What follows belongs to an exercise in optimizing a design on an open flow for small area, a short achievable clock period and few clock cycles per item; a production flow would make more cautious choices.
Only simulation tests tie the RTL to the original design; equivalence was not proved.
Power is estimated from default activity; no workload was simulated.

--- flow/design.v ---
`timescale 1ns/1ns
`default_nettype none
module array_div (
	input logic i,
	input logic arst_n,
	input logic pre_load,
	input logic [31:0] dividend,
	input logic load,
	input logic [21:0] d_in,
	output logic idle,
	output logic rdy,
	output logic [31:0] quotient
);
	localparam int K = 2;
	logic [3:0] cnt_q;
	logic rdy_q;
	logic neg_q;
	logic [21:0] r_q;
	logic [21:0] d_q;
	logic [23:0] d3_q;
	logic [39:0] n_q;
	logic [31:0] q_q;
	logic [31:0] qm_q;
	logic [31:0] mag;
	logic [5:0] nb;
	logic [31:0] mag_p;
	logic neg_p;
	logic [5:0] nb_p;
	logic [4:0] db;
	logic [6:0] need;
	logic [3:0] c_in;
	logic [61:0] win;
	logic [21:0] r_n [0:K];
	logic [31:0] q_n [0:K];
	logic [31:0] qm_n [0:K];
	function automatic logic [5:0] bitlen32(input logic [31:0] v);
		bitlen32 = '0;
		for (int b = 0; b < 32; b++)
			if (v[b]) bitlen32 = 6'(b + 1);
	endfunction
	function automatic logic [4:0] bitlen22(input logic [21:0] v);
		bitlen22 = '0;
		for (int b = 0; b < 22; b++)
			if (v[b]) bitlen22 = 5'(b + 1);
	endfunction
	assign mag = dividend[31] ? -dividend : dividend;
	assign nb = bitlen32(mag);
	always_comb begin
		db = bitlen22(d_in);
		need = 7'(nb_p) + 7'd16 - 7'(db);
		c_in = 4'(need >> 2);
		if (need[6] || need < 7'd8)
			c_in = 4'd1;
		else if (c_in > 4'd10)
			c_in = 4'd10;
		win = 62'({30'b0, mag_p} << (52 - 4 * c_in));
	end
	always_comb begin
		r_n[0] = r_q;
		q_n[0] = q_q;
		qm_n[0] = qm_q;
		for (int k = 0; k < K; k++) begin
			logic [23:0] rs;
			logic [24:0] e1, e2, e3;
			logic [1:0] dg;
			rs = {r_n[k], n_q[39-2*k -: 2]};
			e1 = {1'b0, rs} - {3'b0, d_q};
			e2 = {1'b0, rs} - {2'b0, d_q, 1'b0};
			e3 = {1'b0, rs} - {1'b0, d3_q};
			if (!e3[24]) begin
				dg = 2'd3;
				r_n[k+1] = e3[21:0];
			end else if (!e2[24]) begin
				dg = 2'd2;
				r_n[k+1] = e2[21:0];
			end else if (!e1[24]) begin
				dg = 2'd1;
				r_n[k+1] = e1[21:0];
			end else begin
				dg = 2'd0;
				r_n[k+1] = rs[21:0];
			end
			q_n[k+1] = {q_n[k][29:0], dg};
			qm_n[k+1] = (dg != 2'd0) ? {q_n[k][29:0], dg - 2'd1} : {qm_n[k][29:0], 2'b11};
		end
	end
	always_ff @(posedge i or negedge arst_n) begin
		if (!arst_n) begin
			cnt_q <= '0;
			rdy_q <= 1'b0;
		end else begin
			rdy_q <= 1'b0;
			if (load) begin
				cnt_q <= c_in;
			end else if (cnt_q != '0) begin
				cnt_q <= cnt_q - 4'd1;
				if (cnt_q == 4'd1)
					rdy_q <= 1'b1;
			end
		end
	end
	always_ff @(posedge i) begin
		if (pre_load) begin
			mag_p <= mag;
			neg_p <= dividend[31];
			nb_p <= nb;
		end
		if (load) begin
			d_q <= d_in;
			d3_q <= {2'b0, d_in} + {1'b0, d_in, 1'b0};
			q_q <= '0;
			qm_q <= '1;
			neg_q <= neg_p;
			r_q <= win[61:40];
			n_q <= win[39:0];
		end else if (cnt_q != '0) begin
			r_q <= r_n[K];
			q_q <= q_n[K];
			qm_q <= qm_n[K];
			n_q <= n_q << (2*K);
		end
	end
	assign quotient = neg_q ? ~qm_q : q_q;
	assign idle = cnt_q == '0;
	assign rdy = rdy_q;
endmodule
`default_nettype wire
`timescale 1ns/1ns
`default_nettype none
module sqrt_unit (
	input logic i,
	input logic arst_n,
	input logic load,
	input logic [31:0] s_in,
	output logic idle,
	output logic rdy,
	output logic [21:0] q_out
);
	localparam int K = 3;
	logic [3:0] cnt_q;
	logic norm_q;
	logic rdy_q;
	logic [23:0] r_q;
	logic [21:0] q_q;
	logic [47:0] x_q;
	logic [2:0] m_x;
	logic [5:0] g_x;
	logic [2:0] q_x;
	logic [23:0] r_n [0:K];
	logic [21:0] q_n [0:K];
	function automatic logic [2:0] lead_groups(input logic [47:0] v);
		lead_groups = 3'd0;
		if (v[47:42] == '0) lead_groups = 3'd1;
		if (v[47:36] == '0) lead_groups = 3'd2;
		if (v[47:30] == '0) lead_groups = 3'd3;
		if (v[47:24] == '0) lead_groups = 3'd4;
		if (v[47:18] == '0) lead_groups = 3'd5;
	endfunction
	function automatic logic [2:0] root6(input logic [5:0] g);
		root6 = 3'd7;
		if (g < 6'd49) root6 = 3'd6;
		if (g < 6'd36) root6 = 3'd5;
		if (g < 6'd25) root6 = 3'd4;
		if (g < 6'd16) root6 = 3'd3;
		if (g < 6'd9) root6 = 3'd2;
		if (g < 6'd4) root6 = 3'd1;
	endfunction
	assign m_x = lead_groups(x_q);
	assign g_x = x_q[47 - 6 * m_x -: 6];
	assign q_x = root6(g_x);
	always_comb begin
		r_n[0] = r_q;
		q_n[0] = q_q;
		for (int k = 0; k < K; k++) begin
			logic [25:0] rs;
			logic [26:0] df;
			rs = {r_n[k], x_q[47-2*k -: 2]};
			df = {1'b0, rs} - {3'b0, q_n[k], 2'b01};
			r_n[k+1] = df[26] ? rs[23:0] : df[23:0];
			q_n[k+1] = {q_n[k][20:0], !df[26]};
		end
	end
	always_ff @(posedge i or negedge arst_n) begin
		if (!arst_n) begin
			cnt_q <= '0;
			norm_q <= 1'b0;
			rdy_q <= 1'b0;
		end else begin
			rdy_q <= 1'b0;
			if (load) begin
				norm_q <= 1'b1;
			end else if (norm_q) begin
				norm_q <= 1'b0;
				cnt_q <= 4'd7 - 4'(m_x);
			end else if (cnt_q != '0) begin
				cnt_q <= cnt_q - 4'd1;
				if (cnt_q == 4'd1)
					rdy_q <= 1'b1;
			end
		end
	end
	always_ff @(posedge i) begin
		if (load) begin
			x_q <= {5'b0, s_in[30:0], 12'b0};
		end else if (norm_q) begin
			q_q <= 22'(q_x);
			r_q <= 24'(g_x) - 24'(q_x) * 24'(q_x);
			x_q <= x_q << (6 * m_x + 6);
		end else if (cnt_q != '0) begin
			r_q <= r_n[K];
			q_q <= q_n[K];
			x_q <= x_q << (2*K);
		end
	end
	assign idle = cnt_q == '0 && !norm_q;
	assign rdy = rdy_q;
	assign q_out = q_q;
endmodule
module rec_unit (
	input logic i,
	input logic arst_n,
	input logic load,
	input logic [21:0] d_in,
	output logic idle,
	output logic rdy,
	output logic [18:0] q_out
);
	localparam int K = 2;
	logic [3:0] cnt_q;
	logic rdy_q;
	logic [21:0] r_q;
	logic [21:0] d_q;
	logic [18:0] q_q;
	logic [3:0] c_in;
	logic [21:0] r_in;
	logic [21:0] r_n [0:K];
	logic [18:0] q_n [0:K];
	always_comb begin
		c_in = 4'd10;
		if (d_in[21:8] != '0) c_in = 4'd9;
		if (d_in[21:10] != '0) c_in = 4'd8;
		if (d_in[21:12] != '0) c_in = 4'd7;
		if (d_in[21:14] != '0) c_in = 4'd6;
		if (d_in[21:16] != '0) c_in = 4'd5;
		if (d_in[21:18] != '0) c_in = 4'd4;
		if (d_in[21:20] != '0) c_in = 4'd3;
		r_in = 22'd1 << (24 - 2 * c_in);
	end
	always_comb begin
		r_n[0] = r_q;
		q_n[0] = q_q;
		for (int k = 0; k < K; k++) begin
			logic [23:0] df;
			df = {1'b0, r_n[k], 1'b0} - {2'b0, d_q};
			r_n[k+1] = df[23] ? {r_n[k][20:0], 1'b0} : df[21:0];
			q_n[k+1] = {q_n[k][17:0], !df[23]};
		end
	end
	always_ff @(posedge i or negedge arst_n) begin
		if (!arst_n) begin
			cnt_q <= '0;
			rdy_q <= 1'b0;
		end else begin
			rdy_q <= 1'b0;
			if (load) begin
				cnt_q <= c_in;
			end else if (cnt_q != '0) begin
				cnt_q <= cnt_q - 4'd1;
				if (cnt_q == 4'd1)
					rdy_q <= 1'b1;
			end
		end
	end
	always_ff @(posedge i) begin
		if (load) begin
			r_q <= r_in;
			q_q <= '0;
			d_q <= d_in;
		end else if (cnt_q != '0) begin
			r_q <= r_n[K];
			q_q <= q_n[K];
		end
	end
	assign idle = cnt_q == '0;
	assign rdy = rdy_q;
	assign q_out = q_q;
endmodule
`default_nettype wire
`timescale 1ns/1ns
`default_nettype none
module mat_mult (
	input logic signed [32:0] a,
	input logic signed [31:0] b,
	input logic signed [43:0] base,
	output logic [31:0] y
);
	logic signed [43:0] acc;
	assign acc = base + a * b;
	assign y = acc[43:12];
endmodule
`default_nettype wire
`timescale 1ns/1ns
`default_nettype none
module inverse (
	input logic i,
	input logic arst_n,
	input logic [287:0] in_mat,
	input logic in_valid,
	output logic in_ready,
	output logic [287:0] out_mat,
	output logic out_valid,
	input logic out_ready
);
	localparam logic [4:0] P_M5 = 5'd0;    
	localparam logic [4:0] P_M7 = 5'd1;    
	localparam logic [4:0] P_M6 = 5'd2;    
	localparam logic [4:0] P_M9 = 5'd3;    
	localparam logic [4:0] P_M8 = 5'd4;    
	localparam logic [4:0] P_M12 = 5'd5;   
	localparam logic [4:0] P_M15 = 5'd6;   
	localparam logic [4:0] P_M13 = 5'd7;   
	localparam logic [4:0] P_M18 = 5'd8;   
	localparam logic [4:0] P_M10 = 5'd9;   
	localparam logic [4:0] P_M11 = 5'd10;  
	localparam logic [4:0] P_M21 = 5'd11;  
	localparam logic [4:0] P_M19 = 5'd12;  
	localparam logic [4:0] P_M20 = 5'd13;  
	localparam logic [4:0] P_M14 = 5'd14;  
	localparam logic [4:0] P_M16 = 5'd15;  
	localparam logic [4:0] P_M17 = 5'd16;  
	localparam logic [4:0] P_M1 = 5'd20;   
	localparam logic [4:0] P_M2 = 5'd21;   
	localparam logic [4:0] P_M3 = 5'd22;   
	localparam logic [4:0] P_M4 = 5'd23;   
	localparam logic [4:0] P_NONE = 5'd31;
	logic [31:0] a00, a10, a20, a11, a21, a22;
	logic [21:0] l00_q, l11_q, l22_q;
	logic [31:0] l10_q, l20_q, l21_q;
	logic [18:0] x00_q, x11_q, x22_q;
	logic [31:0] x10_q, x20_q, x21_q;
	logic [31:0] ta_q, tb_q, tc_reg, s21_q, s22_q;
	logic [31:0] p00_q, p01_q, p02_q, p11_q, p12_q, p22_q;
	logic s0_load, s0_idle, s0_rdy;
	logic [21:0] s0_q;
	logic started_q;
	logic sq_load, sq_idle, sq_rdy;
	logic [21:0] sq_q;
	logic sq_pc_q;    
	logic sq_tag_q;   
	logic rc_load, rc_idle, rc_rdy;
	logic [21:0] rc_d;
	logic [18:0] rc_q;
	logic [1:0] rc_tag_q;
	logic [1:0] rc_sel;
	logic [1:0] rc_pc_q;
	logic dv_pre, dv_load, dv_idle, dv_rdy;
	logic [31:0] dv_n;
	logic [21:0] dv_d;
	logic [31:0] dv_q;
	logic [1:0] dv_tag_q;
	logic pre_full_q;
	logic [1:0] pre_tag_q;
	logic [1:0] pre_seq_q;    
	logic need_a10_q;
	logic pre_a10, pre_a20, pre_ta;
	logic tk_l00_dv_q, tk_l00_rc_q, tk_l11_dv_q, tk_l11_rc_q, tk_l22_q;
	logic tk_l10_q, tk_l10b_q, tk_l20_q, tk_l20b_q, tk_l21_q, tk_l21b_q;
	logic tk_x00_q, tk_x11_q, tk_x22_q, tk_s21_q, tk_s22_q;
	logic tk_l00_dv, tk_l00_rc, tk_l11_dv, tk_l11_rc, tk_l22;
	logic tk_l10, tk_l20, tk_l21, tk_x22;
	logic l10busy_q, l20busy_q, l21busy_q, xpend_q, xpend22_q;
	logic sq_done1, sq_done2;
	logic dv_done0, dv_done1, dv_done2;
	logic rc_done0, rc_done1, rc_done2;
	logic [4:0] mpc_q;
	logic [4:0] op_q;
	logic [4:0] op_nx;
	logic issue;
	logic ready;
	logic pri1, pri2, pri3, pri4;
	logic [2:0] rd_q;
	logic tk_l20c_q;
	logic [2:0] rd_n;
	logic [31:0] pa, pb, pbase;
	logic psub;
	logic signed [32:0] opa_q;
	logic signed [31:0] opb_q;
	logic signed [43:0] base_q;
	logic [31:0] mac_y;
	logic in_ready_q;
	assign a00 = in_mat[0*32 +: 32];
	assign a10 = in_mat[3*32 +: 32];
	assign a11 = in_mat[4*32 +: 32];
	assign a20 = in_mat[6*32 +: 32];
	assign a21 = in_mat[7*32 +: 32];
	assign a22 = in_mat[8*32 +: 32];
	assign sq_done1 = sq_rdy && !sq_tag_q;
	assign sq_done2 = sq_rdy && sq_tag_q;
	assign dv_done0 = dv_rdy && dv_tag_q == 2'd0;
	assign dv_done1 = dv_rdy && dv_tag_q == 2'd1;
	assign dv_done2 = dv_rdy && dv_tag_q == 2'd2;
	assign rc_done0 = rc_rdy && rc_tag_q == 2'd0;
	assign rc_done1 = rc_rdy && rc_tag_q == 2'd1;
	assign rc_done2 = rc_rdy && rc_tag_q == 2'd2;
	assign tk_l00_dv = tk_l00_dv_q || s0_rdy;
	assign tk_l00_rc = tk_l00_rc_q || s0_rdy;
	assign tk_l11_dv = tk_l11_dv_q || sq_done1;
	assign tk_l11_rc = tk_l11_rc_q || sq_done1;
	assign tk_l22 = tk_l22_q || sq_done2;
	assign tk_l10 = tk_l10_q || dv_done0;
	assign tk_l20 = tk_l20_q || dv_done1;
	assign tk_l21 = tk_l21_q || dv_done2;
	assign tk_x22 = tk_x22_q || rc_done2;
	assign s0_load = in_valid && !started_q && s0_idle && !tk_l00_dv && !tk_l00_rc;
	sqrt_unit u_sqrt0 (
		.i(i), .arst_n(arst_n), .load(s0_load),
		.s_in(a00), .idle(s0_idle), .rdy(s0_rdy), .q_out(s0_q)
	);
	assign sq_load = op_q == P_M1 || op_q == P_M4;
	sqrt_unit u_sqrt (
		.i(i), .arst_n(arst_n), .load(sq_load),
		.s_in(mac_y), .idle(sq_idle), .rdy(sq_rdy), .q_out(sq_q)
	);
	always_comb begin
		dv_load = 1'b0;
		dv_d = s0_q;
		if (dv_idle && pre_full_q) begin
			case (pre_tag_q)
				2'd0: dv_load = tk_l00_dv && !l10busy_q;
				2'd1: begin
					dv_load = !l20busy_q;
					dv_d = l00_q;
				end
				default: begin
					dv_load = tk_l11_dv && !l21busy_q;
					dv_d = sq_done1 ? sq_q : l11_q;
				end
			endcase
		end
		pre_a10 = need_a10_q && pre_seq_q == 2'd0 && !pre_full_q;
		pre_a20 = dv_load && pre_tag_q == 2'd0;
		pre_ta = tk_s21_q && pre_seq_q == 2'd2 && (!pre_full_q || dv_load);
		dv_pre = pre_a10 || pre_a20 || pre_ta;
		dv_n = a10;
		if (pre_a20)
			dv_n = a20;
		else if (pre_ta)
			dv_n = s21_q;
	end
	array_div u_div (
		.i(i), .arst_n(arst_n), .pre_load(dv_pre), .dividend(dv_n), .load(dv_load),
		.d_in(dv_d), .idle(dv_idle), .rdy(dv_rdy), .quotient(dv_q)
	);
	always_comb begin
		rc_sel = rc_pc_q;
		case (rc_pc_q)
			2'd0: rc_load = rc_idle && tk_l00_rc && !xpend_q;
			2'd1: rc_load = rc_idle && tk_l11_rc;
			default: rc_load = rc_idle && tk_l22 && !xpend22_q;
		endcase
		case (rc_sel)
			2'd0: rc_d = s0_q;
			2'd1: rc_d = sq_done1 ? sq_q : l11_q;
			default: rc_d = sq_done2 ? sq_q : l22_q;
		endcase
	end
	rec_unit u_rec (
		.i(i), .arst_n(arst_n), .load(rc_load), .d_in(rc_d), .idle(rc_idle),
		.rdy(rc_rdy), .q_out(rc_q)
	);
	always_comb begin
		case (mpc_q)
			P_M5: ready = tk_x00_q && tk_l10b_q;
			P_M7: ready = tk_l20c_q;
			P_M6: ready = tk_x11_q;
			P_M9: ready = tk_l21b_q;
			P_M12: ready = !out_valid;
			P_M10: ready = tk_x22;
			default: ready = 1'b1;
		endcase
	end
	assign pri1 = tk_l10 && !sq_pc_q && sq_idle && !tk_l11_rc;
	assign pri4 = !pri1 && tk_l21 && tk_s22_q && sq_pc_q && sq_idle && !tk_l22;
	assign pri2 = !pri1 && !pri4 && tk_l20 && !tk_s21_q;
	assign pri3 = !pri1 && !pri4 && !pri2 && tk_l20b_q && !tk_s22_q && op_q != P_M3;
	assign issue = !pri1 && !pri4 && !pri2 && !pri3 && ready;
	assign op_nx = pri1 ? P_M1 : pri4 ? P_M4 : pri2 ? P_M2 : pri3 ? P_M3 : issue ? mpc_q : P_NONE;
	always_comb begin
		pa = '0;
		pb = '0;
		pbase = '0;
		psub = 1'b0;
		case (op_nx)
			P_M1: begin pa = dv_done0 ? dv_q : l10_q; pb = pa; pbase = a11; psub = 1'b1; end
			P_M2: begin pa = dv_done1 ? dv_q : l20_q; pb = l10_q; pbase = a21; psub = 1'b1; end
			P_M4: begin pa = dv_done2 ? dv_q : l21_q; pb = pa; pbase = s22_q; psub = 1'b1; end
			P_M3: begin pa = l20_q; pb = l20_q; pbase = a22; psub = 1'b1; end
			P_M5: begin pa = 32'(x00_q); pb = l10_q; psub = 1'b1; end
			P_M7: begin pa = 32'(x00_q); pb = l20_q; psub = 1'b1; end
			P_M6: begin pa = 32'(x11_q); pb = tc_reg; end
			P_M9: begin pa = 32'(x11_q); pb = l21_q; psub = 1'b1; end
			P_M8: begin pa = x10_q; pb = l21_q; pbase = ta_q; psub = 1'b1; end
			P_M12: begin pa = 32'(x00_q); pb = 32'(x00_q); end
			P_M15: begin pa = 32'(x11_q); pb = x10_q; end
			P_M13: begin pa = x10_q; pb = x10_q; pbase = p00_q; end
			P_M18: begin pa = 32'(x11_q); pb = 32'(x11_q); end
			P_M10: begin pa = rc_done2 ? 32'(rc_q) : 32'(x22_q); pb = tb_q; end
			P_M11: begin pa = 32'(x22_q); pb = ta_q; end
			P_M21: begin pa = 32'(x22_q); pb = 32'(x22_q); end
			P_M19: begin pa = x21_q; pb = x21_q; pbase = p11_q; end
			P_M20: begin pa = 32'(x22_q); pb = x21_q; end
			P_M14: begin pa = x20_q; pb = x20_q; pbase = p00_q; end
			P_M16: begin pa = x20_q; pb = x21_q; pbase = p01_q; end
			P_M17: begin pa = 32'(x22_q); pb = x20_q; end
			default: ;
		endcase
	end
	always_ff @(posedge i) begin
		opa_q <= psub ? -{pa[31], pa} : {pa[31], pa};
		opb_q <= pb;
		base_q <= {pbase, {12{psub}}};
	end
	mat_mult u_mac (
		.a(opa_q), .b(opb_q), .base(base_q), .y(mac_y)
	);
	assign in_ready = in_ready_q;
	assign rd_n = rd_q | {pri3, pri2, pri1};
	always_ff @(posedge i or negedge arst_n) begin
		if (!arst_n) begin
			started_q <= 1'b0;
			sq_pc_q <= 1'b0;
			sq_tag_q <= 1'b0;
			rc_tag_q <= '0;
			rc_pc_q <= '0;
			dv_tag_q <= '0;
			pre_full_q <= 1'b0;
			pre_tag_q <= '0;
			pre_seq_q <= '0;
			need_a10_q <= 1'b0;
			tk_l00_dv_q <= 1'b0;
			tk_l00_rc_q <= 1'b0;
			tk_l11_dv_q <= 1'b0;
			tk_l11_rc_q <= 1'b0;
			tk_l22_q <= 1'b0;
			tk_l10_q <= 1'b0;
			tk_l10b_q <= 1'b0;
			tk_l20_q <= 1'b0;
			tk_l20b_q <= 1'b0;
			tk_l21_q <= 1'b0;
			tk_l21b_q <= 1'b0;
			tk_x00_q <= 1'b0;
			tk_x11_q <= 1'b0;
			tk_x22_q <= 1'b0;
			tk_s21_q <= 1'b0;
			tk_s22_q <= 1'b0;
			rd_q <= '0;
			tk_l20c_q <= 1'b0;
			l10busy_q <= 1'b0;
			l20busy_q <= 1'b0;
			l21busy_q <= 1'b0;
			xpend_q <= 1'b0;
			xpend22_q <= 1'b0;
			mpc_q <= P_M5;
			op_q <= P_NONE;
			out_valid <= 1'b0;
			in_ready_q <= 1'b0;
		end else begin
			if (s0_load)
				started_q <= 1'b1;
			else if (in_ready_q)
				started_q <= 1'b0;
			if (sq_load) begin
				sq_pc_q <= !sq_pc_q;
				sq_tag_q <= sq_pc_q;
			end
			if (s0_load)
				need_a10_q <= 1'b1;
			else if (pre_a10)
				need_a10_q <= 1'b0;
			if (dv_pre) begin
				pre_full_q <= 1'b1;
				pre_tag_q <= pre_a10 ? 2'd0 : pre_a20 ? 2'd1 : 2'd2;
				pre_seq_q <= pre_a10 ? 2'd1 : pre_a20 ? 2'd2 : 2'd0;
			end else if (dv_load) begin
				pre_full_q <= 1'b0;
			end
			if (dv_load)
				dv_tag_q <= pre_tag_q;
			if (rc_load) begin
				rc_tag_q <= rc_sel;
				rc_pc_q <= rc_pc_q == 2'd2 ? 2'd0 : rc_pc_q + 2'd1;
			end
			tk_l00_dv_q <= tk_l00_dv && !(dv_load && pre_tag_q == 2'd0);
			tk_l00_rc_q <= tk_l00_rc && !(rc_load && rc_sel == 2'd0);
			tk_l11_dv_q <= tk_l11_dv && !(dv_load && pre_tag_q == 2'd2);
			tk_l11_rc_q <= tk_l11_rc && !(rc_load && rc_sel == 2'd1);
			tk_l22_q <= tk_l22 && !(rc_load && rc_sel == 2'd2);
			tk_l10_q <= tk_l10 && !pri1;
			tk_l10b_q <= (tk_l10b_q || dv_done0) && !(issue && mpc_q == P_M5);
			tk_l20_q <= tk_l20 && !pri2;
			tk_l20b_q <= (tk_l20b_q || dv_done1) && !pri3;
			tk_l20c_q <= (tk_l20c_q || dv_done1) && !(issue && mpc_q == P_M7);
			tk_l21_q <= tk_l21 && !pri4;
			tk_l21b_q <= (tk_l21b_q || dv_done2) && !(issue && mpc_q == P_M9);
			tk_x00_q <= (tk_x00_q || rc_done0) && !(issue && mpc_q == P_M5);
			tk_x11_q <= (tk_x11_q || rc_done1) && !(issue && mpc_q == P_M6);
			tk_x22_q <= tk_x22 && !(issue && mpc_q == P_M10);
			tk_s21_q <= (tk_s21_q || op_q == P_M2) && !pre_ta;
			tk_s22_q <= (tk_s22_q || op_q == P_M3) && !pri4;
			if (dv_load && pre_tag_q == 2'd0)
				l10busy_q <= 1'b1;
			else if (issue && mpc_q == P_M5)
				l10busy_q <= 1'b0;
			if (dv_load && pre_tag_q == 2'd1)
				l20busy_q <= 1'b1;
			else if (issue && mpc_q == P_M7)
				l20busy_q <= 1'b0;
			if (dv_load && pre_tag_q == 2'd2)
				l21busy_q <= 1'b1;
			else if (issue && mpc_q == P_M8)
				l21busy_q <= 1'b0;
			if (rc_load && rc_sel == 2'd0)
				xpend_q <= 1'b1;
			else if (issue && mpc_q == P_M18)
				xpend_q <= 1'b0;
			if (rc_load && rc_sel == 2'd2)
				xpend22_q <= 1'b1;
			else if (issue && mpc_q == P_M17)
				xpend22_q <= 1'b0;
			op_q <= op_nx;
			if (issue)
				mpc_q <= mpc_q == P_M17 ? P_M5 : mpc_q + 5'd1;
			in_ready_q <= rd_n == 3'b111;
			rd_q <= rd_n == 3'b111 ? 3'b000 : rd_n;
			if (out_valid && out_ready)
				out_valid <= 1'b0;
			if (op_q == P_M17)
				out_valid <= 1'b1;
		end
	end
	always_ff @(posedge i) begin
		if (dv_load && pre_tag_q == 2'd0) l00_q <= s0_q;
		if (sq_done1) l11_q <= sq_q;
		if (sq_done2) l22_q <= sq_q;
		if (dv_done0) l10_q <= dv_q;
		if (dv_done1) l20_q <= dv_q;
		if (dv_done2) l21_q <= dv_q;
		if (rc_done0) x00_q <= rc_q;
		if (rc_done1) x11_q <= rc_q;
		if (rc_done2) x22_q <= rc_q;
		case (op_q)
			P_M2: s21_q <= mac_y;
			P_M3: s22_q <= mac_y;
			P_M7, P_M8: ta_q <= mac_y;
			P_M9: tb_q <= mac_y;
			P_M5: tc_reg <= mac_y;
			P_M6: x10_q <= mac_y;
			P_M10: x21_q <= mac_y;
			P_M11: x20_q <= mac_y;
			P_M12, P_M13, P_M14: p00_q <= mac_y;
			P_M15, P_M16: p01_q <= mac_y;
			P_M17: p02_q <= mac_y;
			P_M18, P_M19: p11_q <= mac_y;
			P_M20: p12_q <= mac_y;
			P_M21: p22_q <= mac_y;
			default: ;
		endcase
	end
	assign out_mat = {p22_q, p12_q, p02_q, p12_q, p11_q, p01_q, p02_q, p01_q, p00_q};
endmodule
`default_nettype wire
--- flow/run.sh ---
#!/bin/bash
# synth_recipe.tcl (not shown) runs the flow's synth.tcl, then flattens the netlist and writes it again
# the make line also repeats each setting of config.mk as NAME=value (left out here)
make -C /OpenROAD-flow-scripts/flow DESIGN_CONFIG=/design/flow/config.mk WORK_HOME=/design/flow/orfs CLKGATE_MAP_FILE= SYNTH_SCRIPT=/design/flow/synth_recipe.tcl finish
--- flow/config.mk ---
export PLATFORM = sky130hd
export DESIGN_NAME = inverse
export DESIGN_NICKNAME = inverse
export VERILOG_FILES = /design/flow/design.v
export SDC_FILE = /design/flow/constraint.sdc
export NUM_CORES = 4
export LEC_CHECK = 0
export CAP_MARGIN = 20
export CORE_MARGIN = 2
export CORE_UTILIZATION = 40
export SLEW_MARGIN = 20
--- flow/constraint.sdc ---
create_clock -name core_clock -period 16.0 [get_ports {i}]
set_input_delay 3.2000 -clock core_clock [delete_from_list [all_inputs] [get_ports {i}]]
set_output_delay 3.2000 -clock core_clock [all_outputs]
set_load 0.01 [all_outputs]
==> results of run 1 <==
## per-layer routing
layer	track usage, %	vias up	part of all wire (%)
met2	44.6	4665	45
met5	0	-	0.017
met1	38.0	45100	40
li1	-	40100	-
met3	6.22	865	9.6
met4	14.0	10	5.5
## cells by family (layout without fill, tap and decap cells)
kind of cell / after synthesis / in the layout / synth area share, %
flip-flops: 1300 / 1300 / 32.7
AND/OR/NAND/NOR: 3348 / 3348 / 13.8
adder cells (fa/ha/maj): 1386 / 1386 / 21.8
multiplexers: 437 / 437 / 5.19
other: 0 / 4 / 0
buffers and inverters: 1860 / 2163 / 6.86
XOR/XNOR: 436 / 436 / 3.56
AO/OA/AOI/OAI: 2621 / 2621 / 16.0
## per-stage QoR
step | total power, mW | area, µm²
detailed placement | 3.71 | 116000
CTS | 7.13 | 121000
global route | 7.27 | 121000
floorplan | 3.65 | 107000
finish | 7.10 | 121000
global placement | 3.71 | 116000
## power groups by stage
stage / combinational [mW] / clock [mW] / sequential (mW)
CTS: 0.0961 / 3.49 / 3.54
finish: 0.0960 / 3.46 / 3.54
detailed placement: 0.0956 / 0 / 3.62
floorplan: 0.0323 / 0 / 3.62
global placement: 0.0950 / 0 / 3.62
global route: 0.104 / 3.63 / 3.54
## synth_stat cells, types with 65 or more instances
master    count
clkbuf_1    498
mux2i_1     271
and2_1      139
a211oi_1     78
nand4_1      80
a221oi_1    100
fa_1        813
o22ai_1      80
dfrtp_1      68
o21a_1       70
nor2_1      686
o211ai_1     65
and3_1       66
xor2_1      139
nor3_1      146
mux2_2       78
a21oi_1     608
nand2b_1     82
nor2b_1      66
o21ai_0     625
nand3_1     192
inv_1      1169
xnor2_1     297
nand2_1    1682
a22oi_1     194
ha_1        573
dfxtp_1     355
edfxtp_1    872
a31oi_1     114
a21o_1      149
buf_4        96
mux4_2       88
## worst max-delay path, delay by kind of cell, from the launching register on
| kind | cells | cell delay, ns |
|---|---|---|
| DFF | 1 | 0.44 |
| adders and majority gates | 4 | 1.34 |
| muxes | 1 | 0.54 |
| buffers and inverters | 4 | 1.13 |
| and+or+nand+nor | 7 | 1.67 |
| AOI/OAI and AO/OA | 18 | 5.59 |
## final cells by class
cell class                      count  area [µm²]
Antenna cell                        4        10.0
Multi-Input combinational cell   8228       65600
Tap cell                         3552        4440
Timing Repair Buffer              713        6580
Fill cell                       25300      146000
Sequential cell                  1300       35100
Clock buffer                      189        4020
Clock inverter                     76         872
Inverter                         1185        4450
## worst paths after layout
path	startpoint	cells past startpoint	slack (ns)	end
min	u_div.qm_q[9]	2	0.45	u_div.qm_q[13]
max in group asynchronous	arst_n	2	12.63	u_rec.cnt_q[0]
min reg2reg	u_div.qm_q[9]	2	0.45	u_div.qm_q[13]
min in group asynchronous	arst_n	1	2.32	u_sqrt0.norm_q
max reg2reg	u_div.d3_q[0]	34	5.11	u_div.qm_q[27]
max	u_div.d3_q[0]	34	5.11	u_div.qm_q[27]
## cell usage in the layout, fill, tap and decap left out, drive strengths merged, types with 355 or more instances in the layout
cell,instances
nand2,1683
inv,1191
edfxtp,872
fa,813
nor2,687
o21ai,636
a21oi,609
ha,573
clkdlybuf4s50,483
dfxtp,355
==> summary.txt, run 1 <==
Min path
  • Hold WC Path Type: reg -> reg

Detailed routing
  • Total wire length: 399000 µm
  • Initial drt markers: about 10000
  • Final routed DRC violation total: 0
  • DRT Pass-1 Iters: 6
  • Routed Antenna Nets: 0
  • Routed via count: roughly 90000
  • Wire length per cell: between 20 and 30 µm
  • Via density per instance: approximately 5.9

Power and ir drop
  • Int Power: ~5.5 mW
  • Sw Ratio: 21.9%
  • P_sw: roughly 1.6 mW
  • Cell area power density: slightly below 60 nW/µm²
  • Share of power burned in registers: 49.9%
  • Max VDD drop: a little over 0.1 mV
  • LEAKAGE: a little under 50 nW
  • Power share of the combinational group: around 1.4%
  • Clock network power share: between 40% and 50%

Critical path
  • Crit. End Element: register
  • Max incr delay on CP: about 0.63 ns
  • Crit-path slowest cell: a21oi_1
  • Startpoint types: register
  • Critical Path RT: ~17 ns
  • Kind of critical path: reg -> reg
  • CP arrival: around 12 ns
  • Crit path max fanout: 35

Finish
  • Biggest regs: u_sqrt.x_q x48, u_sqrt0.x_q x48, u_div.n_q x40
  • Share of cells above drive strength 1: under 10%
  • Total Nets Final: between 10000 and 15000
  • Fin cells: between 15000 and 20000
  • Layout area overhead: 12.8%
  • Post-layout util: 45.3%

STA
  • Worst-case hold slack: around 0.45 ns
  • Tcrit/Tclk final: about two thirds
  • Clock Skew: ~0.059 ns
  • Post-route minimum period: approximately 11 ns
  • Max-slew violation total from the final report: 0
  • Peak Freq: around 0.092 GHz
  • Setup-failing EPs final: 0
  • RSZ-0062 raised after global routing: no
  • Total negative slack: 0 ns
  • Slew headroom: between 10% and 20%
  • Worst-Margin Slew: around 1.3 ns
  • Hold Fails Final Rpt: 0
  • Final worst slack: around 5 ns

Clock network
  • Hold_buf cts: 0
  • Clock latency on the worst-skew pair: a little over 0.8 ns
  • Root Driver: clkbuf_16
  • H-tree depth: 4
  • Number of gates resized after CTS: 0
  • Clock Sinks: 1300
  • Clk pin slew, worst setup/hold paths: around 0.060 ns
  • Max Buffers Root-to-Sink: 3
  • CTS Buf Count: around 140
  • Postcts setup bufs: 0
  • CTS tree: built

Synth
  • Synth Flop Type: edfxtp_1
  • YS warnings: 11
  • Largest cells by area after synthesis: edfxtp_1, fa_1, ha_1, dfxtp_1, nand2_1
  • Post-Syn Instances: about 11000
  • Synthesized area: roughly 110000 µm²
  • Syn_nets: approximately 13000
  • Asr flop ratio synth: between 5 and 6%
  • Yosys top cell area share: 24.4%
  • Distinct cells, synth: around 110
  • Dominant cell type by area after synthesis: edfxtp_1
  • FF+latch count, synth: 1300
  • Register area share after synthesis: between 30 and 40%
  • Syn Area/Cell: roughly 9.4 µm²
  • Number of synthesized flops with an enable pin: slightly below 900

Run status
  • Outcome: timing/DRC/antenna clean

GRT
  • GRT overflow: 0
  • First-pass GRT wire length: ~590000 µm
  • Antenna violations before repair: 21
  • GRT Util Overall: between 20% and 30%
  • Number of global-route vias before repair: between 80000 and 90000
  • Largest net degree at the start of global routing: 94

Floorplan
  • Core area: around 270000 µm²
  • Die Height: around 520 µm
  • FP Rows: 190
  • Starting Density: around two fifths
  • I/O pin total: 582
  • Die area: approximately 270000 µm²
  • Die Wd: between 500 and 600 µm

Place
  • Final HPWL DP: approximately 290000 µm
  • Placed insts: ~15000
  • Port bufs: 484
  • GP Congestion: 0.950
  • Worst slack at placement: about 5.1 ns

Flow run
  • Max-Cap Viols: 0
Testbench counts, summed over its fixed seeds: cycles 3,367, matrices 128.
==> run 2: changes to the inputs <==
--- a/flow/design.v
+++ b/flow/design.v
@@ -127,7 +127,9 @@
 `default_nettype wire
 `timescale 1ns/1ns
 `default_nettype none
-module sqrt_unit (
+module sqrt_unit #(
+	parameter int K = 3
+) (
 	input logic i,
 	input logic arst_n,
 	input logic load,
@@ -136,38 +138,31 @@
 	output logic rdy,
 	output logic [21:0] q_out
 );
-	localparam int K = 3;
+	localparam int G = 2 * K;
+	localparam int NG = 48 / G;
+	localparam int MAXM = 35 / G;
 	logic [3:0] cnt_q;
 	logic norm_q;
 	logic rdy_q;
 	logic [23:0] r_q;
 	logic [21:0] q_q;
 	logic [47:0] x_q;
-	logic [2:0] m_x;
-	logic [5:0] g_x;
-	logic [2:0] q_x;
+	logic [3:0] m_x;
+	logic [G-1:0] g_x;
+	logic [K-1:0] q_x;
 	logic [23:0] r_n [0:K];
 	logic [21:0] q_n [0:K];
-	function automatic logic [2:0] lead_groups(input logic [47:0] v);
-		lead_groups = 3'd0;
-		if (v[47:42] == '0) lead_groups = 3'd1;
-		if (v[47:36] == '0) lead_groups = 3'd2;
-		if (v[47:30] == '0) lead_groups = 3'd3;
-		if (v[47:24] == '0) lead_groups = 3'd4;
-		if (v[47:18] == '0) lead_groups = 3'd5;
-	endfunction
-	function automatic logic [2:0] root6(input logic [5:0] g);
-		root6 = 3'd7;
-		if (g < 6'd49) root6 = 3'd6;
-		if (g < 6'd36) root6 = 3'd5;
-		if (g < 6'd25) root6 = 3'd4;
-		if (g < 6'd16) root6 = 3'd3;
-		if (g < 6'd9) root6 = 3'd2;
-		if (g < 6'd4) root6 = 3'd1;
-	endfunction
-	assign m_x = lead_groups(x_q);
-	assign g_x = x_q[47 - 6 * m_x -: 6];
-	assign q_x = root6(g_x);
+	always_comb begin
+		m_x = '0;
+		for (int j = 1; j <= MAXM; j++)
+			if ((x_q >> (48 - G * j)) == 48'd0)
+				m_x = 4'(j);
+		g_x = x_q[47 - G * m_x -: G];
+		q_x = '0;
+		for (int v = 1; v < (1 << K); v++)
+			if (G'(v * v) <= g_x)
+				q_x = K'(v);
+	end
 	always_comb begin
 		r_n[0] = r_q;
 		q_n[0] = q_q;
@@ -191,7 +186,7 @@
 				norm_q <= 1'b1;
 			end else if (norm_q) begin
 				norm_q <= 1'b0;
-				cnt_q <= 4'd7 - 4'(m_x);
+				cnt_q <= 4'(NG - 1) - m_x;
 			end else if (cnt_q != '0) begin
 				cnt_q <= cnt_q - 4'd1;
 				if (cnt_q == 4'd1)
@@ -205,7 +200,7 @@
 		end else if (norm_q) begin
 			q_q <= 22'(q_x);
 			r_q <= 24'(g_x) - 24'(q_x) * 24'(q_x);
-			x_q <= x_q << (6 * m_x + 6);
+			x_q <= x_q << (G * m_x + G);
 		end else if (cnt_q != '0) begin
 			r_q <= r_n[K];
 			q_q <= q_n[K];
@@ -225,7 +220,7 @@
 	output logic rdy,
 	output logic [18:0] q_out
 );
-	localparam int K = 2;
+	localparam int K = 3;
 	logic [3:0] cnt_q;
 	logic rdy_q;
 	logic [21:0] r_q;
@@ -236,15 +231,13 @@
 	logic [21:0] r_n [0:K];
 	logic [18:0] q_n [0:K];
 	always_comb begin
-		c_in = 4'd10;
-		if (d_in[21:8] != '0) c_in = 4'd9;
-		if (d_in[21:10] != '0) c_in = 4'd8;
-		if (d_in[21:12] != '0) c_in = 4'd7;
-		if (d_in[21:14] != '0) c_in = 4'd6;
-		if (d_in[21:16] != '0) c_in = 4'd5;
-		if (d_in[21:18] != '0) c_in = 4'd4;
-		if (d_in[21:20] != '0) c_in = 4'd3;
-		r_in = 22'd1 << (24 - 2 * c_in);
+		c_in = 4'd7;
+		if (d_in[21:7] != '0) c_in = 4'd6;
+		if (d_in[21:10] != '0) c_in = 4'd5;
+		if (d_in[21:13] != '0) c_in = 4'd4;
+		if (d_in[21:16] != '0) c_in = 4'd3;
+		if (d_in[21:19] != '0) c_in = 4'd2;
+		r_in = 22'd1 << (24 - 3 * c_in);
 	end
 	always_comb begin
 		r_n[0] = r_q;
@@ -294,8 +287,31 @@
 	input logic signed [43:0] base,
 	output logic [31:0] y
 );
-	logic signed [43:0] acc;
-	assign acc = base + a * b;
+	localparam int R = 16;
+	localparam logic [43:0] CK = 44'h556_0000_0000;
+	logic [43:0] rows [0:R-1];
+	logic [43:0] negs;
+	logic [43:0] acc;
+	always_comb begin
+		negs = '0;
+		for (int j = 0; j < R; j++) begin
+			logic b2, b1, b0, one, two, neg;
+			logic [33:0] mag, v;
+			b2 = b[2*j+1];
+			b1 = b[2*j];
+			b0 = (j == 0) ? 1'b0 : b[2*j-1];
+			one = b1 ^ b0;
+			two = (b2 & !b1 & !b0) | (!b2 & b1 & b0);
+			neg = b2 & !(b1 & b0);
+			mag = one ? {a[32], a} : two ? {a, 1'b0} : 34'd0;
+			v = neg ? ~mag : mag;
+			rows[j] = 44'({!v[33], v[32:0]}) << (2 * j);
+			negs[2*j] = neg;
+		end
+		acc = base + CK + negs;
+		for (int j = 0; j < R; j++)
+			acc = acc + rows[j];
+	end
 	assign y = acc[43:12];
 endmodule
 `default_nettype wire
@@ -313,13 +329,13 @@
 );
 	localparam logic [4:0] P_M5 = 5'd0;    
 	localparam logic [4:0] P_M7 = 5'd1;    
-	localparam logic [4:0] P_M6 = 5'd2;    
-	localparam logic [4:0] P_M9 = 5'd3;    
-	localparam logic [4:0] P_M8 = 5'd4;    
-	localparam logic [4:0] P_M12 = 5'd5;   
-	localparam logic [4:0] P_M15 = 5'd6;   
+	localparam logic [4:0] P_M12 = 5'd2;   
+	localparam logic [4:0] P_M6 = 5'd3;    
+	localparam logic [4:0] P_M18 = 5'd4;   
+	localparam logic [4:0] P_M15 = 5'd5;   
+	localparam logic [4:0] P_M9 = 5'd6;    
 	localparam logic [4:0] P_M13 = 5'd7;   
-	localparam logic [4:0] P_M18 = 5'd8;   
+	localparam logic [4:0] P_M8 = 5'd8;    
 	localparam logic [4:0] P_M10 = 5'd9;   
 	localparam logic [4:0] P_M11 = 5'd10;  
 	localparam logic [4:0] P_M21 = 5'd11;  
@@ -366,7 +382,7 @@
 	logic tk_l00_dv_q, tk_l00_rc_q, tk_l11_dv_q, tk_l11_rc_q, tk_l22_q;
 	logic tk_l10_q, tk_l10b_q, tk_l20_q, tk_l20b_q, tk_l21_q, tk_l21b_q;
 	logic tk_x00_q, tk_x11_q, tk_x22_q, tk_s21_q, tk_s22_q;
-	logic tk_l00_dv, tk_l00_rc, tk_l11_dv, tk_l11_rc, tk_l22;
+	logic tk_l00_dv, tk_l11_dv, tk_l11_rc, tk_l22;
 	logic tk_l10, tk_l20, tk_l21, tk_x22;
 	logic l10busy_q, l20busy_q, l21busy_q, xpend_q, xpend22_q;
 	logic sq_done1, sq_done2;
@@ -403,7 +419,6 @@
 	assign rc_done1 = rc_rdy && rc_tag_q == 2'd1;
 	assign rc_done2 = rc_rdy && rc_tag_q == 2'd2;
 	assign tk_l00_dv = tk_l00_dv_q || s0_rdy;
-	assign tk_l00_rc = tk_l00_rc_q || s0_rdy;
 	assign tk_l11_dv = tk_l11_dv_q || sq_done1;
 	assign tk_l11_rc = tk_l11_rc_q || sq_done1;
 	assign tk_l22 = tk_l22_q || sq_done2;
@@ -411,13 +426,13 @@
 	assign tk_l20 = tk_l20_q || dv_done1;
 	assign tk_l21 = tk_l21_q || dv_done2;
 	assign tk_x22 = tk_x22_q || rc_done2;
-	assign s0_load = in_valid && !started_q && s0_idle && !tk_l00_dv && !tk_l00_rc;
-	sqrt_unit u_sqrt0 (
+	assign s0_load = in_valid && !started_q && s0_idle && !tk_l00_dv;
+	sqrt_unit #(.K(2)) u_sqrt0 (
 		.i(i), .arst_n(arst_n), .load(s0_load),
 		.s_in(a00), .idle(s0_idle), .rdy(s0_rdy), .q_out(s0_q)
 	);
 	assign sq_load = op_q == P_M1 || op_q == P_M4;
-	sqrt_unit u_sqrt (
+	sqrt_unit #(.K(3)) u_sqrt (
 		.i(i), .arst_n(arst_n), .load(sq_load),
 		.s_in(mac_y), .idle(sq_idle), .rdy(sq_rdy), .q_out(sq_q)
 	);
@@ -426,7 +441,7 @@
 		dv_d = s0_q;
 		if (dv_idle && pre_full_q) begin
 			case (pre_tag_q)
-				2'd0: dv_load = tk_l00_dv && !l10busy_q;
+				2'd0: dv_load = tk_l00_dv && !l10busy_q && !tk_l00_rc_q;
 				2'd1: begin
 					dv_load = !l20busy_q;
 					dv_d = l00_q;
@@ -454,12 +469,12 @@
 	always_comb begin
 		rc_sel = rc_pc_q;
 		case (rc_pc_q)
-			2'd0: rc_load = rc_idle && tk_l00_rc && !xpend_q;
+			2'd0: rc_load = rc_idle && tk_l00_rc_q && !xpend_q;
 			2'd1: rc_load = rc_idle && tk_l11_rc;
 			default: rc_load = rc_idle && tk_l22 && !xpend22_q;
 		endcase
 		case (rc_sel)
-			2'd0: rc_d = s0_q;
+			2'd0: rc_d = l00_q;
 			2'd1: rc_d = sq_done1 ? sq_q : l11_q;
 			default: rc_d = sq_done2 ? sq_q : l22_q;
 		endcase
@@ -591,7 +606,7 @@
 				rc_pc_q <= rc_pc_q == 2'd2 ? 2'd0 : rc_pc_q + 2'd1;
 			end
 			tk_l00_dv_q <= tk_l00_dv && !(dv_load && pre_tag_q == 2'd0);
-			tk_l00_rc_q <= tk_l00_rc && !(rc_load && rc_sel == 2'd0);
+			tk_l00_rc_q <= (tk_l00_rc_q || (dv_load && pre_tag_q == 2'd0)) && !(rc_load && rc_sel == 2'd0);
 			tk_l11_dv_q <= tk_l11_dv && !(dv_load && pre_tag_q == 2'd2);
 			tk_l11_rc_q <= tk_l11_rc && !(rc_load && rc_sel == 2'd1);
 			tk_l22_q <= tk_l22 && !(rc_load && rc_sel == 2'd2);
@@ -621,7 +636,7 @@
 				l21busy_q <= 1'b0;
 			if (rc_load && rc_sel == 2'd0)
 				xpend_q <= 1'b1;
-			else if (issue && mpc_q == P_M18)
+			else if (issue && mpc_q == P_M9)
 				xpend_q <= 1'b0;
 			if (rc_load && rc_sel == 2'd2)
 				xpend22_q <= 1'b1;
==> summary.txt, run 2 <==
Floorplan
  • Core area: roughly 250000 µm²
  • Die Height: slightly above 500 µm
  • Starting Density: ~40%
  • Die Wd: about 500 µm
  • FP Rows: ~180
  • Die area: roughly 260000 µm²
  • I/O pin total: approximately 580

STA
  • Clock Skew: 0.0493 ns
  • Worst-Margin Slew: 1.23 ns
  • Final worst slack: roughly 4.3 ns
  • Total negative slack: 0 ns
  • Peak Freq: 0.0854 GHz
  • Slew headroom: approximately 17%
  • Hold Fails Final Rpt: 0
  • Setup-failing EPs final: 0
  • RSZ-0062 raised after global routing: no
  • Tcrit/Tclk final: 73.2%
  • Max-slew violation total from the final report: 0
  • Post-route minimum period: 11.71 ns

Synth
  • Distinct cells, synth: between 100 and 150
  • Yosys top cell area share: ~26%
  • Synth Flop Type: edfxtp_1
  • FF+latch count, synth: 1300
  • Asr flop ratio synth: 5.62%
  • Register area share after synthesis: around 35%
  • Syn_nets: around 12000
  • Commonest cells in the netlist: nand2_1, edfxtp_1, nor2_1
  • YS warnings: 16
  • Syn Area/Cell: between 9 and 10 µm²
  • Synthesized area: roughly 100000 µm²
  • Most frequent cell after synthesis: nand2_1
  • Largest cells by area after synthesis: edfxtp_1, fa_1, dfxtp_1, ha_1, xnor2_1
  • Dominant cell type by area after synthesis: edfxtp_1
  • Number of synthesized flops with an enable pin: 872
  • Post-Syn Instances: roughly 11000

Critical path
  • CP arrival: approximately 12 ns
  • Crit. End Element: register
  • Crit-path slowest cell: xor2_4
  • R2r setup slk: between 4 and 5 ns
  • Cell mode on critical path: fa_1
  • Crit path buf inv count: 4
  • Crit path max fanout: 33
  • Worst r2r path cells: 28
  • Kind of critical path: reg -> reg
  • Startpoint types: register
  • Reg-to-reg endpoint: u_sqrt.x_q[42]
  • Max incr delay on CP: a little over 0.9 ns
  • R2R Path Start: opb_q[11]
  • Critical Path RT: roughly 17 ns
  • CP delay by family, top: compound AO/OA/AOI/OAI gates

Power and ir drop
  • LEAKAGE: 42.6 nW
  • Int Power: roughly 5.7 mW
  • P_sw: about 1.6 mW
  • Power share of the combinational group: under 10%
  • Cell area power density: 63.0 nW/µm²
  • Max VDD drop: roughly 0.095 mV
  • Clock network power share: between 40% and 50%
  • Share of power burned in registers: between 40% and 50%
  • Sw Ratio: around 22%

Finish
  • Register area: 35100 µm²
  • Biggest regs: u_sqrt.x_q x48, u_sqrt0.x_q x48, u_div.n_q x40
  • Share of cells above drive strength 1: 7.60%
  • Post-layout util: a little under half
  • Layout area overhead: 13.4%
  • Fillers: 23700
  • Total Nets Final: 12200
  • Most common cell after layout, fill and taps aside: nand2_1
  • Most frequent cells in the layout: nand2_1, edfxtp_1, nor2_1
  • Fin cells: 14400
  • Multi-input gate area: 60900 µm²

GRT
  • GRT overflow: 0
  • Largest net degree at the start of global routing: 91
  • Number of global-route vias before repair: about 85000
  • First-pass GRT wire length: between 500000 and 600000 µm
  • GRT Util Overall: roughly 29%
  • Antenna violations before repair: 20

Run status
  • Outcome: timing/DRC/antenna clean

Clock network
  • Hold_buf cts: 0
  • Max Buffers Root-to-Sink: 3
  • Clk pin slew, worst setup/hold paths: ~0.06 ns
  • CTS tree: built
  • Clock latency on the worst-skew pair: ~0.84 ns
  • H-tree depth: 4
  • CTS Buf Count: approximately 140
  • Postcts setup bufs: 0
  • Root Driver: clkbuf_16
  • Number of gates resized after CTS: 0
  • Clock Sinks: 1300

Min path
  • Endpoint of the worst hold path: u_div.q_q[30]
  • Hold WC Path Type: reg -> reg
  • Hold Crit Start: u_div.q_q[30]
  • Hold depth: 2

Flow run
  • Max-Cap Viols: 0

Place
  • Port bufs: between 400 and 500
  • Worst slack at placement: about 4.4 ns
  • Final HPWL DP: approximately 280000 µm
  • GP Congestion: a little under 1
  • Placed insts: about 14000

Detailed routing
  • DRT Pass-1 Iters: 11
  • Wire length per cell: 27.2 µm
  • Routed via count: 88700
  • Initial drt markers: roughly 11000
  • Via density per instance: 6.14
  • Total wire length: approximately 390000 µm
  • Routed Antenna Nets: 0
  • Final routed DRC violation total: 0
[run 2: cell count changes after synthesis, sizes merged, moves of 71 or more]
cell,previous run,this run
inv,1175,738
o21ai,636,707
xor2,139,276
and2,140,43
xnor2,297,512
nand2,1683,1075
mux2i,271,401
nor2,687,800
a22oi,194,322
fa,813,401
[run 2: cells by family after synthesis]
group | share of synthesized area, %
XOR/XNOR | 6.81
AO/OA/AOI/OAI | 19.9
flip-flops | 34.7
multiplexers | 5.19
adder cells (fa/ha/maj) | 14.4
AND/OR/NAND/NOR | 13.0
buffers and inverters | 6.03
[run 2: tightest hold or removal path: cells and delay by family (launching register included)]
family,cells,cell delay (ns)
flops,1,0.31
simple gates,1,0.05
compound gates,1,0.06
[run 2: power by group through the flow]
stage	clock (mW)	combinational, mW	sequential [mW]
after floorplan	0	0.0312	3.62
after global placement	0	0.101	3.62
after detailed placement	0	0.102	3.62
after CTS	3.64	0.102	3.54
after global routing	3.76	0.110	3.54
final	3.60	0.103	3.54
[run 2: final cells by class]
type / count / area share (%)
Multi-Input combinational cell: 8042 / 53.0
Sequential cell: 1300 / 30.6
Timing Repair Buffer: 731 / 5.85
Tap cell: 3348 / 3.65
Clock buffer: 188 / 3.56
Inverter: 744 / 2.43
Clock inverter: 81 / 0.884
Antenna cell: 12 / 0.0261
[run 2: worst max path at each step]
stage,startpoint,end,slack (ns),cells past startpoint
2_1_floorplan,u_rec.d_q[1],u_rec.r_q[2],6.59,41
3_3_place_gp,opb_q[11],u_sqrt.x_q[42],4.64,28
3_5_place_dp,opb_q[11],u_sqrt.x_q[42],4.41,28
4_1_cts,opb_q[11],u_sqrt.x_q[42],4.40,28
5_1_grt,u_rec.d_q[1],u_rec.r_q[9],4.00,38
6_report,opb_q[11],u_sqrt.x_q[42],4.29,28
[run 2: per-layer routing]
metal  routed length [µm]  GRT usage, %  vias to the layer above
met5                   18             0                        -
met4                16100          11.0                        4
met3                42300          7.06                      799
met2               173000          44.9                     4870
met1               161000          40.1                    43800
li1                     -             -                    39300
[run 2: stage by stage]
step | power [mW] | cell area [µm²] | hold slack (ns)
4_1_cts | 7.29 | 115000 | 0.456
3_5_place_dp | 3.72 | 110000 | 0.447
2_1_floorplan | 3.65 | 101000 | 0.400
3_3_place_gp | 3.72 | 110000 | 0.434
6_report | 7.24 | 115000 | 0.453
5_1_grt | 7.41 | 115000 | 0.473
Testbench counts of run 2, summed over its fixed seeds: cycles 3,006, matrices 128.
==> run 3: changes to the inputs <==
--- a/flow/design.v
+++ b/flow/design.v
@@ -20,7 +20,6 @@
 	logic [23:0] d3_q;
 	logic [39:0] n_q;
 	logic [31:0] q_q;
-	logic [31:0] qm_q;
 	logic [31:0] mag;
 	logic [5:0] nb;
 	logic [31:0] mag_p;
@@ -32,7 +31,6 @@
 	logic [61:0] win;
 	logic [21:0] r_n [0:K];
 	logic [31:0] q_n [0:K];
-	logic [31:0] qm_n [0:K];
 	function automatic logic [5:0] bitlen32(input logic [31:0] v);
 		bitlen32 = '0;
 		for (int b = 0; b < 32; b++)
@@ -58,7 +56,6 @@
 	always_comb begin
 		r_n[0] = r_q;
 		q_n[0] = q_q;
-		qm_n[0] = qm_q;
 		for (int k = 0; k < K; k++) begin
 			logic [23:0] rs;
 			logic [24:0] e1, e2, e3;
@@ -81,7 +78,6 @@
 				r_n[k+1] = rs[21:0];
 			end
 			q_n[k+1] = {q_n[k][29:0], dg};
-			qm_n[k+1] = (dg != 2'd0) ? {q_n[k][29:0], dg - 2'd1} : {qm_n[k][29:0], 2'b11};
 		end
 	end
 	always_ff @(posedge i or negedge arst_n) begin
@@ -109,18 +105,16 @@
 			d_q <= d_in;
 			d3_q <= {2'b0, d_in} + {1'b0, d_in, 1'b0};
 			q_q <= '0;
-			qm_q <= '1;
 			neg_q <= neg_p;
 			r_q <= win[61:40];
 			n_q <= win[39:0];
 		end else if (cnt_q != '0) begin
 			r_q <= r_n[K];
 			q_q <= q_n[K];
-			qm_q <= qm_n[K];
 			n_q <= n_q << (2*K);
 		end
 	end
-	assign quotient = neg_q ? ~qm_q : q_q;
+	assign quotient = neg_q ? -q_q : q_q;
 	assign idle = cnt_q == '0;
 	assign rdy = rdy_q;
 endmodule
@@ -220,33 +214,50 @@
 	output logic rdy,
 	output logic [18:0] q_out
 );
-	localparam int K = 3;
-	logic [3:0] cnt_q;
+	localparam int K = 2;
+	logic [2:0] cnt_q;
 	logic rdy_q;
 	logic [21:0] r_q;
 	logic [21:0] d_q;
+	logic [23:0] d3_q;
 	logic [18:0] q_q;
-	logic [3:0] c_in;
+	logic [2:0] c_in;
 	logic [21:0] r_in;
 	logic [21:0] r_n [0:K];
 	logic [18:0] q_n [0:K];
 	always_comb begin
-		c_in = 4'd7;
-		if (d_in[21:7] != '0) c_in = 4'd6;
-		if (d_in[21:10] != '0) c_in = 4'd5;
-		if (d_in[21:13] != '0) c_in = 4'd4;
-		if (d_in[21:16] != '0) c_in = 4'd3;
-		if (d_in[21:19] != '0) c_in = 4'd2;
-		r_in = 22'd1 << (24 - 3 * c_in);
+		c_in = 3'd5;
+		if (d_in[21:9] != '0) c_in = 3'd4;
+		if (d_in[21:13] != '0) c_in = 3'd3;
+		if (d_in[21:17] != '0) c_in = 3'd2;
+		if (d_in[21]) c_in = 3'd1;
+		r_in = 22'd1 << (24 - 4 * c_in);
 	end
 	always_comb begin
 		r_n[0] = r_q;
 		q_n[0] = q_q;
 		for (int k = 0; k < K; k++) begin
-			logic [23:0] df;
-			df = {1'b0, r_n[k], 1'b0} - {2'b0, d_q};
-			r_n[k+1] = df[23] ? {r_n[k][20:0], 1'b0} : df[21:0];
-			q_n[k+1] = {q_n[k][17:0], !df[23]};
+			logic [23:0] rs;
+			logic [24:0] e1, e2, e3;
+			logic [1:0] dg;
+			rs = {r_n[k], 2'b00};
+			e1 = {1'b0, rs} - {3'b0, d_q};
+			e2 = {1'b0, rs} - {2'b0, d_q, 1'b0};
+			e3 = {1'b0, rs} - {1'b0, d3_q};
+			if (!e3[24]) begin
+				dg = 2'd3;
+				r_n[k+1] = e3[21:0];
+			end else if (!e2[24]) begin
+				dg = 2'd2;
+				r_n[k+1] = e2[21:0];
+			end else if (!e1[24]) begin
+				dg = 2'd1;
+				r_n[k+1] = e1[21:0];
+			end else begin
+				dg = 2'd0;
+				r_n[k+1] = rs[21:0];
+			end
+			q_n[k+1] = {q_n[k][16:0], dg};
 		end
 	end
 	always_ff @(posedge i or negedge arst_n) begin
@@ -258,8 +269,8 @@
 			if (load) begin
 				cnt_q <= c_in;
 			end else if (cnt_q != '0) begin
-				cnt_q <= cnt_q - 4'd1;
-				if (cnt_q == 4'd1)
+				cnt_q <= cnt_q - 3'd1;
+				if (cnt_q == 3'd1)
 					rdy_q <= 1'b1;
 			end
 		end
@@ -269,6 +280,7 @@
 			r_q <= r_in;
 			q_q <= '0;
 			d_q <= d_in;
+			d3_q <= {2'b0, d_in} + {1'b0, d_in, 1'b0};
 		end else if (cnt_q != '0) begin
 			r_q <= r_n[K];
 			q_q <= q_n[K];
@@ -354,7 +366,7 @@
 	logic [31:0] l10_q, l20_q, l21_q;
 	logic [18:0] x00_q, x11_q, x22_q;
 	logic [31:0] x10_q, x20_q, x21_q;
-	logic [31:0] ta_q, tb_q, tc_reg, s21_q, s22_q;
+	logic [31:0] ta_q, tb_q, s21_q, s22_q;
 	logic [31:0] p00_q, p01_q, p02_q, p11_q, p12_q, p22_q;
 	logic s0_load, s0_idle, s0_rdy;
 	logic [21:0] s0_q;
@@ -512,7 +524,7 @@
 			P_M3: begin pa = l20_q; pb = l20_q; pbase = a22; psub = 1'b1; end
 			P_M5: begin pa = 32'(x00_q); pb = l10_q; psub = 1'b1; end
 			P_M7: begin pa = 32'(x00_q); pb = l20_q; psub = 1'b1; end
-			P_M6: begin pa = 32'(x11_q); pb = tc_reg; end
+			P_M6: begin pa = 32'(x11_q); pb = tb_q; end
 			P_M9: begin pa = 32'(x11_q); pb = l21_q; psub = 1'b1; end
 			P_M8: begin pa = x10_q; pb = l21_q; pbase = ta_q; psub = 1'b1; end
 			P_M12: begin pa = 32'(x00_q); pb = 32'(x00_q); end
@@ -667,8 +679,7 @@
 			P_M2: s21_q <= mac_y;
 			P_M3: s22_q <= mac_y;
 			P_M7, P_M8: ta_q <= mac_y;
-			P_M9: tb_q <= mac_y;
-			P_M5: tc_reg <= mac_y;
+			P_M5, P_M9: tb_q <= mac_y;
 			P_M6: x10_q <= mac_y;
 			P_M10: x21_q <= mac_y;
 			P_M11: x20_q <= mac_y;
==> summary.txt, run 3 <==
Power and ir drop
  • P_sw: between 1.5 and 2 mW
  • Int Power: roughly 5.4 mW
  • Max VDD drop: 0.121 mV
  • Power share of the combinational group: 1.4%
  • LEAKAGE: about 45 nW
  • Cell area power density: 59.1 nW/µm²
  • Clock network power share: about half
  • Sw Ratio: around 22%
  • Share of power burned in registers: between 40% and 50%

GRT
  • GRT overflow: 0
  • Largest net degree at the start of global routing: 87
  • Antenna violations before repair: 27
  • GRT Util Overall: 29.8%
  • First-pass GRT wire length: around 600000 µm
  • Number of global-route vias before repair: just over 90000

Flow run
  • Max-Cap Viols: 0

Synth
  • Synth Area in Adders: between 10% and 20%
  • Number of synthesized flops with an enable pin: approximately 860
  • Largest family of logic cells by synthesized area: compound AO/OA/AOI/OAI gates
  • Asr flop ratio synth: 5.72%
  • Dominant cell type by area after synthesis: edfxtp_1
  • Compound-Gate Fraction of Synth Area: around a fifth
  • FF+latch count, synth: between 1000 and 1500
  • Most frequent cell after synthesis: nand2_1
  • Syn Area/Cell: about 9.2 µm²
  • Register area share after synthesis: between 30% and 40%
  • Synthesized area: between 100000 and 150000 µm²
  • Commonest cells in the netlist: nand2_1, nor2_1, edfxtp_1
  • Syn_nets: 12600
  • Mux share of post-synthesis cell area: under 10%
  • Simple-gate share of the synthesized area: 12.9%
  • YS warnings: 15
  • Xor and xnor area share after synthesis: 7.60%
  • Post-Syn Instances: roughly 11000
  • Distinct cells, synth: ~100
  • Largest cells by area after synthesis: edfxtp_1, fa_1, ha_1, dfxtp_1, xnor2_1
  • Synth Flop Type: edfxtp_1
  • Yosys top cell area share: 25.0%

Clock network
  • H-tree depth: 4
  • Clock latency on the worst-skew pair: slightly above 0.8 ns
  • Max Buffers Root-to-Sink: 3
  • Clk pin slew, worst setup/hold paths: ~0.060 ns
  • Hold_buf cts: 0
  • Number of gates resized after CTS: 0
  • CTS tree: built
  • Postcts setup bufs: 0
  • Clock Sinks: approximately 1300
  • CTS Buf Count: roughly 140
  • Root Driver: clkbuf_16

Critical path
  • Crit path max fanout: 64
  • Critical Path RT: 16.60 ns
  • Startpoint types: register
  • CP arrival: ~11 ns
  • Crit-path slowest cell: buf_4
  • Max incr delay on CP: around 0.65 ns
  • Crit. End Element: register
  • Kind of critical path: reg -> reg

STA
  • Total negative slack: 0 ns
  • Clock Skew: 0.0545 ns
  • Post-route minimum period: about 10 ns
  • Peak Freq: ~0.097 GHz
  • Max-slew violation total from the final report: 0
  • Hold Fails Final Rpt: 0
  • Setup-failing EPs final: 0
  • RSZ-0062 raised after global routing: no
  • Worst-Margin Slew: about 1.2 ns
  • Tcrit/Tclk final: 64.6%
  • Slew headroom: approximately 17%

Run status
  • Outcome: timing/DRC/antenna clean

Detailed routing
  • Wire length per cell: 27.2 µm
  • Via density per instance: roughly 6
  • DRT Pass-1 Iters: 9
  • Initial drt markers: 11100
  • Routed Antenna Nets: 0
  • Total wire length: approximately 400000 µm
  • Final routed DRC violation total: 0
  • Routed via count: just over 90000

Min path
  • Hold WC Path Type: reg -> reg

Finish
  • Fin cells: about 15000
  • Total Nets Final: around 13000
  • Most frequent cells in the layout: nand2_1, nor2_1, edfxtp_1
  • Biggest regs: u_sqrt.x_q x48, u_sqrt0.x_q x48, u_div.n_q x40
  • Fillers: between 20000 and 25000
  • Most common cell after layout, fill and taps aside: nand2_1
  • Layout area overhead: 13.0%
  • Share of cells above drive strength 1: ~6.7%

Floorplan
  • I/O pin total: a little under 600
  • Die area: about 260000 µm²
  • Core area: ~260000 µm²
  • FP Rows: about 190
  • Die Wd: slightly above 500 µm
  • Starting Density: between 40% and 50%
  • Die Height: 513 µm

Place
  • GP Congestion: about 0.97
  • Final HPWL DP: just under 300000 µm
  • Port bufs: between 400 and 500
  • Placed insts: roughly 15000
## run 3: changes by cell type after synthesis, sizes merged, moves of 40 or more
cell	delta
nand3	-42
inv	+105
nor2	+108
a22o	-47
o21ai	-47
a21oi	+85
nand2	-103
ha	+90
a22oi	+65
and2	+40
xor2	+87
## run 3: layout make-up
class	instances	area, µm²	share of cell area [%]
Timing Repair Buffer	741	6840	5.83
Sequential cell	1258	34200	29.2
Antenna cell	26	65.1	0.0555
Multi-Input combinational cell	8423	64000	54.6
Clock inverter	86	981	0.836
Clock buffer	169	3740	3.19
Tap cell	3384	4230	3.61
Inverter	849	3190	2.72
## run 3: worst paths after layout
kind | startpoint | to | slack (ns) | cells past startpoint
min in group asynchronous | arst_n | u_sqrt.cnt_q[2] | 2.26 | 1
setup reg to reg | opb_q[1] | p12_q[31] | 5.66 | 32
setup / recovery | opb_q[1] | p12_q[31] | 5.66 | 32
max in group asynchronous | arst_n | u_div.cnt_q[0] | 12.43 | 2
hold / removal | l22_q[13] | l22_q[13] | 0.46 | 2
hold reg to reg | l22_q[13] | l22_q[13] | 0.46 | 2
## run 3: metrics by stage
step	cell area, µm²	power, mW	util [%]	worst slack [ns]	hold slack (ns)
2_1_floorplan	104000	3.54	-	7.59	0.400
3_3_place_gp	112000	3.60	43.7	5.66	0.436
3_5_place_dp	112000	3.60	43.7	5.61	0.445
4_1_cts	117000	6.96	45.5	5.57	0.463
5_1_grt	117000	7.09	45.6	5.17	0.480
6_report	117000	6.93	45.6	5.66	0.463
## run 3: cell families (layout without fill, tap and decap cells)
family,after synthesis,in the layout
AO/OA/AOI/OAI,3110,3110
AND/OR/NAND/NOR,2917,2917
buffers and inverters,1585,1845
flip-flops,1258,1258
adder cells (fa/ha/maj),1016,1016
XOR/XNOR,900,900
multiplexers,480,480
other,0,26
## run 3: layer usage
metal | track usage (%) | vias to the layer above | share of wire [%]
met5 | 0 | - | 0.017
met4 | 14.4 | 10 | 5.5
met3 | 6.05 | 935 | 10
met2 | 45.2 | 5145 | 43
met1 | 40.6 | 45300 | 41
li1 | - | 40900 | -
## run 3: power groups by stage
| stage | Combinational [mW] | Sequential (mW) | Clock (mW) |
|---|---|---|---|
| 2_1_floorplan | 0.0316 | 3.51 | 0 |
| 3_3_place_gp | 0.0968 | 3.51 | 0 |
| 3_5_place_dp | 0.0969 | 3.51 | 0 |
| 4_1_cts | 0.0976 | 3.44 | 3.43 |
| 5_1_grt | 0.105 | 3.43 | 3.56 |
| 6_report | 0.0980 | 3.44 | 3.40 |
## run 3: worst max-delay path, delay by kind of cell (launching register included)
| family | cells | cell delay, ns |
|---|---|---|
| simple gates | 2 | 0.54 |
| xor+xnor | 2 | 0.34 |
| compound gates | 13 | 3.24 |
| fa+ha+maj | 8 | 3.59 |
| buf+inv | 7 | 2.05 |
| flops | 1 | 0.31 |
Testbench counts of run 3, summed over its fixed seeds: cycles 2,995, matrices 128.

-- what the ideal ports hide --
Ports are ideal in the flow. The routed layouts listed here were re-timed in OpenROAD. Step 1, drivers: a clkbuf_16 drives i and a buf_2 each remaining input, both assumed. Step 2 moves the port delays by t, midway between the first and last clock arrival at a register: inputs arrive t later, outputs are due t later. That takes back most of the time a late clock gives input paths. Slacks: ideal / step 1 / step 2; pairs: ideal / step 1.
run | t (ns) | setup slack, ns | hold slack, ns | worst setup path after step 2 | clock arrival spread, ns
run 1 | 0.897 | 5.115 / 5.115 / 5.115 | 0.448 / 0.448 / 0.448 | register to register | 0.059 / 0.059
run 2 | 0.902 | 4.290 / 4.290 / 4.290 | 0.453 / 0.453 / 0.453 | register to register | 0.054 / 0.054
run 3 | 0.901 | 5.661 / 5.661 / 5.661 | 0.463 / 0.463 / 0.463 | register to register | 0.058 / 0.059
After both steps every run listed still meets setup and hold.
